This design comes from an exercise in tuning for small area on the open sky130 flow, not from production work. The RTL was checked by simulation tests, not by an equivalence proof against the original design.

==> inputs of umber <==
==> flow/design.v <==
package wb_pkg;
    localparam int XLEN = 32;
    localparam int REG_ADDR_W = 5;
    localparam int NUM_REGS = 32;
    typedef enum logic [2:0] {
        WB_NOP  = 3'd0,
        WB_GPR  = 3'd1,
        WB_MTHI = 3'd2,
        WB_MTLO = 3'd3,
        WB_MULT = 3'd4,
        WB_MADD = 3'd5,
        WB_MSUB = 3'd6
    } wb_op_t;
endpackage
`timescale 1ns/10ps
module wb_control (
    input  logic clk,
    input  logic reset,
    input  logic i_req,
    output logic o_ack,
    output logic o_commit
);
    typedef enum logic [1:0] {
        ST_IDLE   = 2'd0,
        ST_COMMIT = 2'd1,
        ST_ACK    = 2'd2
    } state_t;
    state_t state;
    state_t state_next;
    always_comb begin
        state_next = state;
        case (state)
            ST_IDLE: begin
                if (i_req) begin
                    state_next = ST_COMMIT;
                end
            end
            ST_COMMIT: begin
                state_next = ST_ACK;
            end
            ST_ACK: begin
                if (!i_req) begin
                    state_next = ST_IDLE;
                end
            end
            default: begin
                state_next = ST_IDLE;
            end
        endcase
    end
    always_ff @(posedge clk) begin
        if (reset) begin
            state <= ST_IDLE;
        end else begin
            state <= state_next;
        end
    end
    assign o_commit = (state == ST_COMMIT);
    assign o_ack = (state == ST_ACK);
endmodule
`timescale 1ns/10ps
module hilo_add #(
    parameter int N = 64
) (
    input  logic [N-1:0] a,
    input  logic [N-1:0] b,
    input  logic         cin,
    output logic [N-1:0] y
);
    logic [N-1:0] p;
    logic [N-1:0] g;
    logic [N-1:0] gg;
    logic [N-1:0] pp;
    always_comb begin
        p = a ^ b;
        g = a & b;
        g[0] = g[0] | (p[0] & cin);
        gg = g;
        pp = p;
        for (int d = 1; d < N; d = d * 2) begin
            for (int i = 2 * d - 1; i < N; i = i + 2 * d) begin
                gg[i] = gg[i] | (pp[i] & gg[i-d]);
                pp[i] = pp[i] & pp[i-d];
            end
        end
        for (int d = N / 4; d >= 1; d = d / 2) begin
            for (int i = 3 * d - 1; i < N; i = i + 2 * d) begin
                gg[i] = gg[i] | (pp[i] & gg[i-d]);
                pp[i] = pp[i] & pp[i-d];
            end
        end
        y[0] = p[0] ^ cin;
        for (int i = 1; i < N; i++) begin
            y[i] = p[i] ^ gg[i-1];
        end
    end
endmodule
module hilo_unit (
    input  logic                        clk,
    input  logic                        reset,
    input  logic                        i_commit,
    input  wb_pkg::wb_op_t              i_op0,
    input  wb_pkg::wb_op_t              i_op1,
    input  logic [wb_pkg::XLEN-1:0]     i_data0,
    input  logic [wb_pkg::XLEN-1:0]     i_data1,
    input  logic [2*wb_pkg::XLEN-1:0]   i_prod0,
    input  logic [2*wb_pkg::XLEN-1:0]   i_prod1,
    output logic [wb_pkg::XLEN-1:0]     o_hi,
    output logic [wb_pkg::XLEN-1:0]     o_lo
);
    localparam int W = wb_pkg::XLEN;
    logic [W-1:0]   hi_q;
    logic [W-1:0]   lo_q;
    logic           mul1, acc1, mul0, acc0;
    logic           lane1;
    logic           use_old;
    logic           sub;
    logic [2*W-1:0] a;
    logic [2*W-1:0] p;
    logic [2*W-1:0] sum;
    assign acc1 = (i_op1 == wb_pkg::WB_MADD) || (i_op1 == wb_pkg::WB_MSUB);
    assign mul1 = acc1 || (i_op1 == wb_pkg::WB_MULT);
    assign acc0 = (i_op0 == wb_pkg::WB_MADD) || (i_op0 == wb_pkg::WB_MSUB);
    assign mul0 = acc0 || (i_op0 == wb_pkg::WB_MULT);
    assign lane1   = mul1;
    assign use_old = lane1 ? acc1 : acc0;
    assign sub     = lane1 ? (i_op1 == wb_pkg::WB_MSUB) : (i_op0 == wb_pkg::WB_MSUB);
    assign p       = (lane1 ? i_prod1 : i_prod0) ^ {2*W{sub}};
    assign a       = {hi_q, lo_q} & {2*W{use_old}};
    hilo_add #(.N(2*W)) u_add (
        .a   (a),
        .b   (p),
        .cin (sub),
        .y   (sum)
    );
    logic hi_d1, hi_d0, hi_s, lo_d1, lo_d0, lo_s;
    logic hi_en, lo_en;
    always_comb begin
        hi_d1 = 1'b0; hi_d0 = 1'b0; hi_s = 1'b0;
        lo_d1 = 1'b0; lo_d0 = 1'b0; lo_s = 1'b0;
        if (i_op1 == wb_pkg::WB_MTHI)      hi_d1 = 1'b1;
        else if (mul1)                     hi_s  = 1'b1;
        else if (i_op0 == wb_pkg::WB_MTHI) hi_d0 = 1'b1;
        else if (mul0)                     hi_s  = 1'b1;
        if (i_op1 == wb_pkg::WB_MTLO)      lo_d1 = 1'b1;
        else if (mul1)                     lo_s  = 1'b1;
        else if (i_op0 == wb_pkg::WB_MTLO) lo_d0 = 1'b1;
        else if (mul0)                     lo_s  = 1'b1;
        if (reset) begin
            hi_d1 = 1'b0; hi_d0 = 1'b0; hi_s = 1'b0;
            lo_d1 = 1'b0; lo_d0 = 1'b0; lo_s = 1'b0;
        end
    end
    assign hi_en = reset || (i_commit && (hi_d1 || hi_d0 || hi_s));
    assign lo_en = reset || (i_commit && (lo_d1 || lo_d0 || lo_s));
    always_ff @(posedge clk) begin
        if (hi_en) begin
            hi_q <= ({W{hi_s}} & sum[2*W-1:W]) | ({W{hi_d1}} & i_data1) | ({W{hi_d0}} & i_data0);
        end
        if (lo_en) begin
            lo_q <= ({W{lo_s}} & sum[W-1:0]) | ({W{lo_d1}} & i_data1) | ({W{lo_d0}} & i_data0);
        end
    end
    assign o_hi = hi_q;
    assign o_lo = lo_q;
endmodule
`timescale 1ns/10ps
module gpr_file (
    input  logic                            clk,
    input  logic                            reset,
    input  logic                            i_commit,
    input  wb_pkg::wb_op_t                  i_op0,
    input  wb_pkg::wb_op_t                  i_op1,
    input  logic [wb_pkg::REG_ADDR_W-1:0]   i_rdst0,
    input  logic [wb_pkg::REG_ADDR_W-1:0]   i_rdst1,
    input  logic [wb_pkg::XLEN-1:0]         i_data0,
    input  logic [wb_pkg::XLEN-1:0]         i_data1,
    input  logic [wb_pkg::REG_ADDR_W-1:0]   i_raddr,
    output logic [wb_pkg::XLEN-1:0]         o_rdata
);
    localparam int N = wb_pkg::NUM_REGS;
    localparam int W = wb_pkg::XLEN;
    logic [W-1:0]                  regs [1:N-1];
    logic                          pv;
    logic [wb_pkg::REG_ADDR_W-1:0] pa;
    logic [W-1:0]                  pd;
    logic                          we0;
    logic                          we1;
    logic                          wen;
    logic [wb_pkg::REG_ADDR_W-1:0] waddr;
    logic [W-1:0]                  wdata;
    assign we0 = i_commit && (i_op0 == wb_pkg::WB_GPR) && (i_rdst0 != '0);
    assign we1 = i_commit && (i_op1 == wb_pkg::WB_GPR) && (i_rdst1 != '0);
    assign wen   = i_commit ? we0 : pv;
    assign waddr = i_commit ? i_rdst0 : pa;
    assign wdata = reset ? '0 : (i_commit ? i_data0 : pd);
    always_ff @(posedge clk) begin
        pv <= we1 && !reset;
        pa <= i_rdst1;
        pd <= i_data1;
    end
    for (genvar r = 1; r < N; r++) begin : g_reg
        logic wr;
        assign wr = reset || (wen && (waddr == r));
        always_ff @(posedge clk) begin
            if (wr) begin
                regs[r] <= wdata;
            end
        end
    end
    logic          hit;
    logic [W-1:0]  rdata;
    assign hit = pv && (pa == i_raddr);
    always_comb begin
        rdata = {W{hit}} & pd;
        for (int r = 1; r < N; r++) begin
            rdata = rdata | ({W{!hit && (i_raddr == r)}} & regs[r]);
        end
    end
    assign o_rdata = rdata;
endmodule
`timescale 1ns/10ps
module wb_top (
    input  logic                            clk,
    input  logic                            reset,
    input  logic                            i_req,
    output logic                            o_ack,
    input  wb_pkg::wb_op_t                  i_op0,
    input  wb_pkg::wb_op_t                  i_op1,
    input  logic [wb_pkg::REG_ADDR_W-1:0]   i_rdst0,
    input  logic [wb_pkg::REG_ADDR_W-1:0]   i_rdst1,
    input  logic [wb_pkg::XLEN-1:0]         i_data0,
    input  logic [wb_pkg::XLEN-1:0]         i_data1,
    input  logic [2*wb_pkg::XLEN-1:0]       i_prod0,
    input  logic [2*wb_pkg::XLEN-1:0]       i_prod1,
    input  logic [wb_pkg::REG_ADDR_W-1:0]   i_raddr,
    output logic [wb_pkg::XLEN-1:0]         o_rdata,
    output logic [wb_pkg::XLEN-1:0]         o_hi,
    output logic [wb_pkg::XLEN-1:0]         o_lo
);
    logic commit;
    wb_control u_control (
        .clk      (clk),
        .reset    (reset),
        .i_req    (i_req),
        .o_ack    (o_ack),
        .o_commit (commit)
    );
    hilo_unit u_hilo (
        .clk      (clk),
        .reset    (reset),
        .i_commit (commit),
        .i_op0    (i_op0),
        .i_op1    (i_op1),
        .i_data0  (i_data0),
        .i_data1  (i_data1),
        .i_prod0  (i_prod0),
        .i_prod1  (i_prod1),
        .o_hi     (o_hi),
        .o_lo     (o_lo)
    );
    gpr_file u_gpr (
        .clk      (clk),
        .reset    (reset),
        .i_commit (commit),
        .i_op0    (i_op0),
        .i_op1    (i_op1),
        .i_rdst0  (i_rdst0),
        .i_rdst1  (i_rdst1),
        .i_data0  (i_data0),
        .i_data1  (i_data1),
        .i_raddr  (i_raddr),
        .o_rdata  (o_rdata)
    );
endmodule
==> flow/flow/run.sh <==
#!/bin/bash
# Standard synthesis and layout, with single-drive buffers on the ports
# (in place of the default delay-cell buffers) and no dummy clock loads.
set -euo pipefail
export BUFFER_PORTS_ARGS="-buffer_cell sky130_fd_sc_hd__buf_1"
export CTS_ARGS="-sink_clustering_enable -repair_clock_nets -dont_use_dummy_load -sink_clustering_size 25 -sink_clustering_max_diameter 100"
bash standard.sh finish \
    "BUFFER_PORTS_ARGS=$BUFFER_PORTS_ARGS" \
    "CTS_ARGS=$CTS_ARGS" > flow_standard.log 2>&1
==> flow/standard.sh <==
#!/bin/bash
# synth_recipe.tcl (not shown) runs the flow's synth.tcl, then flattens the netlist and writes it again
# the make line also repeats each setting of config.mk as NAME=value (left out here)
make -C /OpenROAD-flow-scripts/flow DESIGN_CONFIG=/design/flow/config.mk WORK_HOME=/design/flow/orfs CLKGATE_MAP_FILE= SYNTH_SCRIPT=/design/flow/synth_recipe.tcl "${@:-finish}"
==> flow/config.mk <==
export PLATFORM = sky130hd
export DESIGN_NAME = wb_top
export DESIGN_NICKNAME = wb_top
export VERILOG_FILES = /design/flow/design.v
export SDC_FILE = /design/flow/constraint.sdc
export NUM_CORES = 4
export LEC_CHECK = 0
export ABC_AREA = 1
export CAP_MARGIN = 5
export CORE_MARGIN = 2
export CORE_UTILIZATION = 60
export CTS_CLUSTER_DIAMETER = 100
export CTS_CLUSTER_SIZE = 25
export SLEW_MARGIN = 5
==> flow/constraint.sdc <==
create_clock -name core_clock -period 7.0 [get_ports {clk}]
set_input_delay 1.4000 -clock core_clock [delete_from_list [all_inputs] [get_ports {clk}]]
set_output_delay 1.4000 -clock core_clock [all_outputs]
set_load 0.01 [all_outputs]
==> harbor (differences from umber) <==
==> flow/design.v, changed modules only <==
module gpr_file (
    input  logic                            clk,
    input  logic                            reset,
    input  logic                            i_commit,
    input  wb_pkg::wb_op_t                  i_op0,
    input  wb_pkg::wb_op_t                  i_op1,
    input  logic [wb_pkg::REG_ADDR_W-1:0]   i_rdst0,
    input  logic [wb_pkg::REG_ADDR_W-1:0]   i_rdst1,
    input  logic [wb_pkg::XLEN-1:0]         i_data0,
    input  logic [wb_pkg::XLEN-1:0]         i_data1,
    input  logic [wb_pkg::REG_ADDR_W-1:0]   i_raddr,
    output logic [wb_pkg::XLEN-1:0]         o_rdata
);
    localparam int N = wb_pkg::NUM_REGS;
    localparam int W = wb_pkg::XLEN;
    logic [W-1:0]                  regs [1:N-1];
    logic                          pv;
    logic [wb_pkg::REG_ADDR_W-1:0] pa;
    logic [W-1:0]                  pd;
    logic                          we0;
    logic                          we1;
    logic                          wen;
    logic [wb_pkg::REG_ADDR_W-1:0] waddr;
    logic [W-1:0]                  wdata;
    assign we0 = i_commit && (i_op0 == wb_pkg::WB_GPR) && (i_rdst0 != '0);
    assign we1 = i_commit && (i_op1 == wb_pkg::WB_GPR) && (i_rdst1 != '0);
    assign wen   = i_commit ? we0 : pv;
    assign waddr = i_commit ? i_rdst0 : pa;
    assign wdata = reset ? '0 : (i_commit ? i_data0 : pd);
    always_ff @(posedge clk) begin
        pv <= we1 && !reset;
        pa <= i_rdst1;
        pd <= i_data1;
    end
    for (genvar r = 1; r < N; r++) begin : g_reg
        logic wr;
        assign wr = reset || (wen && (waddr == r));
        always_ff @(posedge clk) begin
            if (wr) begin
                regs[r] <= wdata;
            end
        end
    end
    logic          hit;
    logic [32:0]   rsel;
    logic [W-1:0]  rsrc [33];
    logic [10:0][W-1:0] grp_n;
    assign hit = pv && (pa == i_raddr);
    always_comb begin
        rsel[0] = hit;
        rsrc[0] = pd;
        for (int r = 1; r < N; r++) begin
            rsel[r] = !hit && (i_raddr == r);
            rsrc[r] = regs[r];
        end
        rsel[32] = 1'b0;
        rsrc[32] = '0;
    end
    for (genvar k = 0; k < 11; k++) begin : g_rd
        gpr_rd_aoi3 u_aoi (
            .i_d0  (rsrc[3*k]),
            .i_d1  (rsrc[3*k+1]),
            .i_d2  (rsrc[3*k+2]),
            .i_s0  (rsel[3*k]),
            .i_s1  (rsel[3*k+1]),
            .i_s2  (rsel[3*k+2]),
            .o_y_n (grp_n[k])
        );
    end
    gpr_rd_nand11 u_nand (
        .i_g_n (grp_n),
        .o_y   (o_rdata)
    );
endmodule
module gpr_rd_aoi3 (
    input  logic [wb_pkg::XLEN-1:0] i_d0,
    input  logic [wb_pkg::XLEN-1:0] i_d1,
    input  logic [wb_pkg::XLEN-1:0] i_d2,
    input  logic                    i_s0,
    input  logic                    i_s1,
    input  logic                    i_s2,
    output logic [wb_pkg::XLEN-1:0] o_y_n
);
    assign o_y_n = ~(({wb_pkg::XLEN{i_s0}} & i_d0) |
                     ({wb_pkg::XLEN{i_s1}} & i_d1) |
                     ({wb_pkg::XLEN{i_s2}} & i_d2));
endmodule
module gpr_rd_nand11 (
    input  logic [10:0][wb_pkg::XLEN-1:0] i_g_n,
    output logic [wb_pkg::XLEN-1:0] o_y
);
    always_comb begin
        o_y = '0;
        for (int k = 0; k < 11; k++) begin
            o_y = o_y | ~i_g_n[k];
        end
    end
endmodule
==> flow/run.sh (new file) <==
#!/bin/bash
# synth_recipe.tcl (not shown) runs the flow's synth.tcl, then flattens the netlist and writes it again
# the make line also repeats each setting of config.mk as NAME=value (left out here)
make -C /OpenROAD-flow-scripts/flow DESIGN_CONFIG=/design/flow/config.mk WORK_HOME=/design/flow/orfs CLKGATE_MAP_FILE= SYNTH_SCRIPT=/design/flow/synth_recipe.tcl finish
--- a/flow/config.mk
+++ b/flow/config.mk
@@ -5,10 +5,11 @@
 export SDC_FILE = /design/flow/constraint.sdc
 export NUM_CORES = 4
 export LEC_CHECK = 0
-export ABC_AREA = 1
 export CAP_MARGIN = 5
 export CORE_MARGIN = 2
 export CORE_UTILIZATION = 60
 export CTS_CLUSTER_DIAMETER = 100
 export CTS_CLUSTER_SIZE = 25
 export SLEW_MARGIN = 5
+export SYNTH_HIERARCHICAL = 1
+export SYNTH_MINIMUM_KEEP_SIZE = 0
removed: flow/flow/run.sh
removed: flow/standard.sh
==> amber (differences from umber) <==
==> flow/flow/run.sh (replaced) <==
#!/bin/bash
# Standard synthesis and layout, with single-drive buffers on the ports
# (in place of the default delay-cell buffers) and no dummy clock loads.
set -euo pipefail
export BUFFER_PORTS_ARGS="-buffer_cell sky130_fd_sc_hd__buf_1"
export CTS_ARGS="-sink_clustering_enable -repair_clock_nets -dont_use_dummy_load -sink_clustering_size 30 -sink_clustering_max_diameter 100"
bash standard.sh finish \
    "BUFFER_PORTS_ARGS=$BUFFER_PORTS_ARGS" \
    "CTS_ARGS=$CTS_ARGS" > flow_standard.log 2>&1
==> flow/config.mk (replaced) <==
export PLATFORM = sky130hd
export DESIGN_NAME = wb_top
export DESIGN_NICKNAME = wb_top
export VERILOG_FILES = /design/flow/design.v
export SDC_FILE = /design/flow/constraint.sdc
export NUM_CORES = 4
export LEC_CHECK = 0
export CAP_MARGIN = 10
export CORE_MARGIN = 2
export CORE_UTILIZATION = 60
export CTS_CLUSTER_DIAMETER = 100
export CTS_CLUSTER_SIZE = 30
export GPL_TIMING_DRIVEN = 0
export SLEW_MARGIN = 10
==> quartz (differences from umber) <==
--- a/flow/config.mk
+++ b/flow/config.mk
@@ -5,7 +5,6 @@
 export SDC_FILE = /design/flow/constraint.sdc
 export NUM_CORES = 4
 export LEC_CHECK = 0
-export ABC_AREA = 1
 export CAP_MARGIN = 5
 export CORE_MARGIN = 2
 export CORE_UTILIZATION = 60
==> results.cfg <==
[run_status]
outcome = complete, no violations

[floorplanning]
coreArea_um2 = 78600
die_area_um2 = 81200

[cells_and_area]
buf_share = 0.0381
multi_input_cells = 2744
fin_nets = 4873

[global_route]
grt_usage = 0.363

[timing]
drv_slew = 0
post-route-min-period_ps = 6040

[routing]
wl_met2_um = 67400

[logic_synthesis]
synth_most_common_cell = nand2_1
synth_compound_area_frac = 0.0392
-- figures above: umber

==> results.cfg <==
[run_status]
outcome = complete, no violations

[floorplanning]
coreArea_um2 = 74200
die_area_um2 = 76800

[timing]
drv_slew = 0
post-route-min-period_ps = 6350

[logic_synthesis]
synth_compound_area_frac = 0.133

[cells_and_area]
fin_nets = 3462
buf_share = 0.0427
-- figures above: quartz

==> results.cfg <==
[run_status]
outcome = complete, no violations

[timing]
post-route-min-period_ps = 6600

[global_route]
grt_usage = 0.316

[worst_setup_path]
slowest_stage = clkdlybuf4s50_1

[cells_and_area]
fillCellCount = 5053
buf_share = 0.0794
multi_input_cells = 1380
fin_nets = 3324

[power]
clkPwrFrac = 0.257

[floorplanning]
coreArea_um2 = 76100
die_area_um2 = 79100

[logic_synthesis]
synth_compound_area_frac = 0.120

[routing]
wl_met2_um = 61300
-- figures above: harbor

==> results.cfg <==
[timing]
layout_setup_ws_ps = -74.2
post-route-min-period_ps = 7070
finalSetupViolations = 2
drv_slew = 11

[routing]
wl_met2_um = 74700

[run_status]
violatedChecks = max-capacitance violations, max-slew violations, negative setup slack
outcome = failed layout checks

[cells_and_area]
buf_share = 0.0502
multi_input_cells = 1509
fin_nets = 3538

[floorplanning]
coreArea_um2 = 74200

[global_route]
grt_usage = 0.469

[logic_synthesis]
synth_most_common_cell = edfxtp_1
synth_compound_area_frac = 0.133

[flow_run]
max_cap_viol_count = 4
-- figures above: amber

static timing again, ports no longer ideal:
The flow's constraints put no driver on any port. The routed layouts listed below were extracted and timed again, unchanged, in two steps.
Step 1: set_driving_cell puts a clkbuf_16 on clk and a buf_2 on each other input, an assumption about the parent block.
Step 2 moves the port delays by t, midway between the first and last clock arrival at a register: inputs arrive t later, outputs are due t later. That takes back most of the time a late clock gives input paths.
Slacks: ideal / step 1 / step 2; pairs: ideal / step 1.
run	t, ns	slack for setup (ns)	hold slack, ns	worst setup path after step 2	worst slew at a driven data input, ns
umber	0.695	0.958 / 0.871 / 0.688	0.441 / 0.441 / 0.441	input to register	0.22
harbor	0.705	0.398 / 0.367 / 0.179	0.509 / 0.509 / 0.509	input to register	0.06
amber	0.692	-0.074 / -0.169 / -0.420	0.498 / 0.498 / 0.498	input to register	0.15
quartz	0.700	0.646 / 0.559 / 0.447	0.529 / 0.529 / 0.529	input to register	0.11
For amber, which loses most, drivers alone change the setup slack by -0.095 ns; drivers and shift together by -0.346 ns.
